From an optimization exercise on the open Yosys and OpenROAD flow, aimed at small area, a short achievable clock period and few clock cycles; shortcuts taken in it are not production practice. At most, simulation tests tie the RTL to the original design; equivalence was not proved. No activity file was given, so power comes from the tool's default toggle rates.

## run Y
==> flow/design.v (excerpt) <==
module round_filtered_step_chaser_core (
	input  logic        clk,
	input  logic        arst_n,
	input  logic        cfg_we,
	input  logic [4:0]  cfg_wdata,
	input  logic        s_tvalid,
	output logic        s_tready,
	input  logic [1:0]  s_tuser,
	input  logic [71:0] s_tdata,
	output logic        m_tvalid,
	input  logic        m_tready,
	output logic [1:0]  m_tuser,
	output logic [23:0] m_tdata,
	output logic        m_tlast
);
Size: roughly 3000 cells after synthesis, roughly 110 I/O pins, roughly 41000 sq um of cells after synthesis.
export LEC_CHECK = 0
export CAP_MARGIN = 20
export CORE_MARGIN = 2
export CORE_UTILIZATION = 40
export CTS_BUF_LIST = sky130_fd_sc_hd__clkbuf_4 sky130_fd_sc_hd__clkbuf_8
export SETUP_SLACK_MARGIN = 2.1
export SLEW_MARGIN = 20
create_clock -name core_clock -period 5.0 [get_ports {clk}]
run.sh (not shown) runs the stock make flow with config.mk's settings and CLKGATE_MAP_FILE= SYNTH_SCRIPT=/design/flow/synth_recipe.tcl, a recipe that flattens the netlist after the stock synthesis.
Run Y completed; timing, DRC and antenna clean
Modified inputs, run F compared to run Y
--- a/flow/design.v
+++ b/flow/design.v
@@ -26,16 +26,17 @@
 	logic [15:0] t_dm  [16];   
 	logic [14:0] t_lo  [16];
 	logic [14:0] t_hi  [16];
 	logic [1:0]  t_fl  [16];
 	logic [3:0]  last_q;       
 	logic        playing_q;
 	logic        srch_q;       
 	logic        stale_q;      
+	logic        rdy_q;        
 	logic        fin_q;        
 	logic        dq_q;         
 	logic [7:0]  cnt_q;        
 	logic [16:0] el_q;
 	logic        sat_q;        
 	logic [17:0] rem_q;        
 	logic        dfl_q;        
 	logic [3:0]  cp_q;         
@@ -51,17 +52,17 @@
 	logic [1:0]  ok_q;
 	logic [3:0]  os_q;
 	logic [14:0] or_q;
 	logic        ol_q;
 	logic        pv_q;         
 	logic [3:0]  ps_q;         
 	logic        accept;
 	logic        op_tick, op_play, op_stop, op_write;
-	assign s_tready = !srch_q && !stale_q && !pv_q && (!ov_q || m_tready);
+	assign s_tready = rdy_q && (!ov_q || m_tready);
 	assign accept   = s_tvalid && s_tready;
 	assign op_tick  = accept && (s_tuser == rfsc_pkg::OP_TICK);
 	assign op_play  = accept && (s_tuser == rfsc_pkg::OP_PLAY);
 	assign op_stop  = accept && (s_tuser == rfsc_pkg::OP_STOP);
 	assign op_write = accept && (s_tuser == rfsc_pkg::OP_WRITE);
 	logic [3:0]  w_idx;
 	logic [15:0] w_dur, w_min, w_ex, w_max;
 	logic [15:0] w_dm;
@@ -150,16 +151,17 @@
 	assign deact_ev = srch_q ? dq_q : (op_tick && dfl_q);
 	assign old      = srch_q ? ps_q : cur;
 	always_ff @(posedge clk or negedge arst_n) begin
 		if (!arst_n) begin
 			last_q    <= 4'd0;
 			playing_q <= 1'b0;
 			srch_q    <= 1'b0;
 			fin_q     <= 1'b0;
+			rdy_q     <= 1'b1;
 			stale_q   <= 1'b0;
 			cp_q      <= 4'd0;
 			ch_q      <= 16'd1;
 			cr_q      <= 15'd1;
 			ov_q      <= 1'b0;
 			pv_q      <= 1'b0;
 		end else begin
 			if (cfg_we) begin
@@ -183,16 +185,19 @@
 					if (cact_q || deact_ev) ov_q <= 1'b1;
 					pv_q <= cact_q && deact_ev;
 				end else if (nf) begin
 					playing_q <= 1'b0;
 					ov_q      <= 1'b1;
 				end
 			end
 			stale_q <= op_write && (w_idx == cur) && playing_q;
+			rdy_q   <= !(op_write && (w_idx == cur) && playing_q) &&
+				!(try_c ? !hit : (srch_q && !fin_q)) &&
+				!(try_c && hit ? (cact_q && deact_ev) : (pv_q && !(ov_q && m_tready)));
 			if (fin_q) begin
 				srch_q <= 1'b0;
 				fin_q  <= 1'b0;
 			end
 			if (to_first) begin
 				cp_q <= 4'd0;
 				ch_q <= 16'd1;
 				cr_q <= 15'd1;
@@ -215,18 +220,17 @@
 				rem_q <= rem_q - 18'd1;
 			end
 		end
 		if (op_play && !playing_q) begin
 			el_q  <= 17'd0;
 			sat_q <= 1'b0;
 			rem_q <= cdm_x;
 		end
-		if (srch_q) rem_q <= cdm_x - {1'b0, el_q};
-		if (stale_q) rem_q <= rem_q + ~{1'b0, el_q};
+		if (srch_q || stale_q) rem_q <= (stale_q ? rem_q : cdm_x) + ~{1'b0, el_q} + {17'd0, !stale_q};
 		if (op_write && (w_idx == cur)) begin
 			rem_q <= {2'b00, w_dur};
 			dfl_q <= s_tdata[69];
 		end
 		if (to_first) begin
 			clo_q  <= t_lo[0];
 			chi_q  <= t_hi[0];
 			cact_q <= t_fl[0][0];
Notes after the runs:
Per the comparison of run F with run Y, post-route cell area has decreased; clock distribution area overhead in the final layout has remained practically unchanged; global router's overall resource usage has decreased; final cycle utilization of the critical path has decreased; power share of the combinational group has decreased.
Met1 layer usage reported by global route (higher): run Y
The die of run F is smaller than the one used in run Y.
Function was not checked in any run of this note: the RTL went through the layout flow alone.

* * *

## run A
round_filtered_step_chaser_core, a different RTL version from the one above (not shown whole).
Size in the first run: roughly 3000 cells after synthesis, ~930 flip-flops, roughly 110 I/O pins, about 0.041 mm2 of cells after synthesis.
==> flow/design.v (excerpt) <==
module round_filtered_step_chaser_core (
	input  logic        clk,
	input  logic        arst_n,
	input  logic        cfg_we,
	input  logic [4:0]  cfg_wdata,
	input  logic        s_tvalid,
	output logic        s_tready,
	input  logic [1:0]  s_tuser,
	input  logic [71:0] s_tdata,
	output logic        m_tvalid,
	input  logic        m_tready,
	output logic [1:0]  m_tuser,
	output logic [23:0] m_tdata,
	output logic        m_tlast
);
clock: 5.0 ns
lec_check: 0
cap_margin: 20
core_margin: 2
core_utilization: 40
cts_cluster_diameter: 100
cts_cluster_size: 24
setup_slack_margin: 2.1
slew_margin: 20
Testbench counts of run A, summed over its fixed seeds: cycles 11,059.
The inputs of run B differ from those of run A as listed below.
-- flow/design.v --
<<< run A, line 56
	logic        pv_q;         
	logic [3:0]  ps_q;         
	logic        accept;
	logic        op_tick, op_play, op_stop, op_write;
>>> run B, line 56
	logic        pv_q;         
	logic [3:0]  ps_q;         
	logic        def_q;        
	logic        da_q;         
	logic        dd_q;         
	logic        dst_q;        
	logic        accept;
	logic        op_tick, op_play, op_stop, op_write;
<<< run A, line 134
	assign sat      = sat_q;
	assign adv      = rem_q[17];
	logic [17:0] rem_neg;      
	assign rem_neg  = ~rem_q + 18'd1;
	assign el_adv   = sat ? ~rem_q[16:0] : rem_neg[16:0];
	assign cdm_x    = {{2{cdm_q == 16'hffff}}, cdm_q};
	logic [9:0]  ra_lo;
>>> run B, line 138
	assign sat      = sat_q;
	assign adv      = rem_q[17];
	assign el_adv   = ~rem_q[16:0] + {16'd0, !sat};
	assign cdm_x    = {{2{cdm_q == 16'hffff}}, cdm_q};
	logic [9:0]  ra_lo;
<<< run A, line 146
	assign try_c    = (srch_q && !fin_q) || (op_tick && playing_q && adv) || (op_play && !playing_q);
	assign nf       = srch_q && !fin_q && !hit && (cnt_q == 8'h80);
	assign to_first = (op_stop && playing_q) || fin_q;
	logic deact_ev;
	logic [3:0] old;
	assign deact_ev = srch_q ? dq_q : (op_tick && dfl_q);
	assign old      = srch_q ? ps_q : cur;
>>> run B, line 148
	assign try_c    = (srch_q && !fin_q) || (op_tick && playing_q && adv) || (op_play && !playing_q);
	assign nf       = srch_q && !fin_q && !hit && (cnt_q == 8'h80);
	logic deact_ev;
	logic [3:0] old;
	logic room, st_def, tr_def;
	logic blk;                 
	assign blk      = srch_q ? !room : pv_q;
	assign tr_def   = try_c && hit && blk && (cact_q || deact_ev);
	assign room     = !ov_q || m_tready;
	assign st_def   = op_stop && playing_q && dfl_q && pv_q;
	assign to_first = (op_stop && playing_q && !st_def) || fin_q || (def_q && dst_q && room);
	assign deact_ev = srch_q ? dq_q : (op_tick && dfl_q);
	assign old      = srch_q ? ps_q : cur;
<<< run A, line 158
			fin_q     <= 1'b0;
			rdy_q     <= 1'b1;
			stale_q   <= 1'b0;
			cp_q      <= 4'd0;
>>> run B, line 166
			fin_q     <= 1'b0;
			rdy_q     <= 1'b1;
			def_q     <= 1'b0;
			stale_q   <= 1'b0;
			cp_q      <= 4'd0;
<<< run A, line 177
			if (op_stop && playing_q) begin
				playing_q <= 1'b0;
				if (dfl_q) ov_q <= 1'b1;
			end
			if (try_c) begin
				srch_q <= !hit;
				fin_q  <= nf;
				if (hit) begin
					if (cact_q || deact_ev) ov_q <= 1'b1;
					pv_q <= cact_q && deact_ev;
>>> run B, line 186
			if (op_stop && playing_q) begin
				playing_q <= 1'b0;
				if (dfl_q && !pv_q) ov_q <= 1'b1;
			end
			if (try_c) begin
				srch_q <= !hit;
				fin_q  <= nf;
				if (hit && !blk) begin
					if (cact_q || deact_ev) ov_q <= 1'b1;
					pv_q <= cact_q && deact_ev;
<<< run A, line 191
			stale_q <= op_write && (w_idx == cur) && playing_q;
			rdy_q   <= !(op_write && (w_idx == cur) && playing_q) &&
				!(try_c ? !hit : (srch_q && !fin_q)) &&
				!(try_c && hit ? (cact_q && deact_ev) : (pv_q && !(ov_q && m_tready)));
			if (fin_q) begin
				ov_q   <= 1'b1;
>>> run B, line 200
			stale_q <= op_write && (w_idx == cur) && playing_q;
			rdy_q   <= !(op_write && (w_idx == cur) && playing_q) &&
				!(try_c ? !hit : (srch_q && !fin_q)) && !st_def && !tr_def && !(def_q && !room);
			if (st_def || tr_def) begin
				def_q <= 1'b1;
				da_q  <= tr_def && cact_q;
				dd_q  <= tr_def && deact_ev;
				dst_q <= st_def;
			end else if (def_q && room) begin
				def_q <= 1'b0;
				ov_q  <= 1'b1;
				pv_q  <= da_q && dd_q;
			end
			if (fin_q) begin
				ov_q   <= 1'b1;
<<< run A, line 217
			end else begin
				el_q  <= el_q + 17'd1;
				sat_q <= 1'b0;         
				rem_q <= ~rem_neg;
			end
		end
>>> run B, line 235
			end else begin
				el_q  <= el_q + 17'd1;
				sat_q <= el_q == 17'h1fffe;
				rem_q <= rem_q - 18'd1;
			end
		end
<<< run A, line 262
			ol_q <= 1'b1;
		end
		if (op_stop && playing_q) begin
			ok_q <= rfsc_pkg::EV_DEACT;
			os_q <= cur;
>>> run B, line 280
			ol_q <= 1'b1;
		end
		if (def_q && room) begin
			ok_q <= da_q ? rfsc_pkg::EV_ACT : rfsc_pkg::EV_DEACT;
			os_q <= da_q ? cur : (dst_q ? cur : ps_q);
			or_q <= rn;
			ol_q <= !(da_q && dd_q);
		end
		if (op_stop && playing_q && !pv_q) begin
			ok_q <= rfsc_pkg::EV_DEACT;
			os_q <= cur;
<<< run A, line 276
				cnt_q  <= {cnt_q[6:0], cnt_q[7] ^ cnt_q[5] ^ cnt_q[4] ^ cnt_q[3]};
			end
			ok_q <= cact_q ? rfsc_pkg::EV_ACT : rfsc_pkg::EV_DEACT;
			os_q <= cact_q ? cp_q : old;
			or_q <= cr_q;
			ol_q <= !(cact_q && deact_ev);
			dfl_q <= cdfl_q;
		end
>>> run B, line 300
				cnt_q  <= {cnt_q[6:0], cnt_q[7] ^ cnt_q[5] ^ cnt_q[4] ^ cnt_q[3]};
			end
			if (!blk) begin
				ok_q <= cact_q ? rfsc_pkg::EV_ACT : rfsc_pkg::EV_DEACT;
				os_q <= cact_q ? cp_q : old;
				or_q <= cr_q;
				ol_q <= !(cact_q && deact_ev);
			end
			dfl_q <= cdfl_q;
		end
[summary]
Result: PASS for each of run A and run B
Sequential share of layout area came out lower on run B than on run A.
STATUS via count: run B loses against run A
Run A → run B: largest net degree at the start of global routing increased by 3 relative to the old numbers, time the worst path needs with I/O delays and setup increased by 58 ps relative to the old numbers, quantity of gates resized following cts increased by 127 relative to the old numbers.
Synthesized cell count came out higher on run B than on run A.
Only the layout flow was run in run B; the RTL was not checked for function there.

==> separate check: timing with driven ports <==
How much do the figures lean on ideal ports? The routed layouts below were timed once more, with nothing changed but the port constraints.
Step 1, drivers: a clkbuf_16 drives clk and a buf_2 each remaining input, both assumed.
Step 2 also shifts input and output timing later by t, the mid clock arrival at the registers, as if the neighbouring blocks saw the same clock.
a / b / c = ideal / step 1 / step 2; a / b = the first two.
run | t (ns) | setup WS [ns] | worst setup path at the end | slew at the worst register clock pin (ns)
run Y | 0.900 | 1.873 / 1.873 / 1.268 | input to register | 0.07 / 0.07
run F | 0.857 | 1.899 / 1.899 / 1.304 | input to register | 0.07 / 0.07
run A | 0.702 | 1.986 / 1.986 / 1.441 | input to register | 0.10 / 0.10
run B | 0.684 | 1.928 / 1.948 / 1.264 | input to register | 0.10 / 0.10
After both steps every run listed still meets setup and hold. The setup slack of run B, which loses most, moves by +0.020 ns with the drivers and by -0.664 ns with both steps.
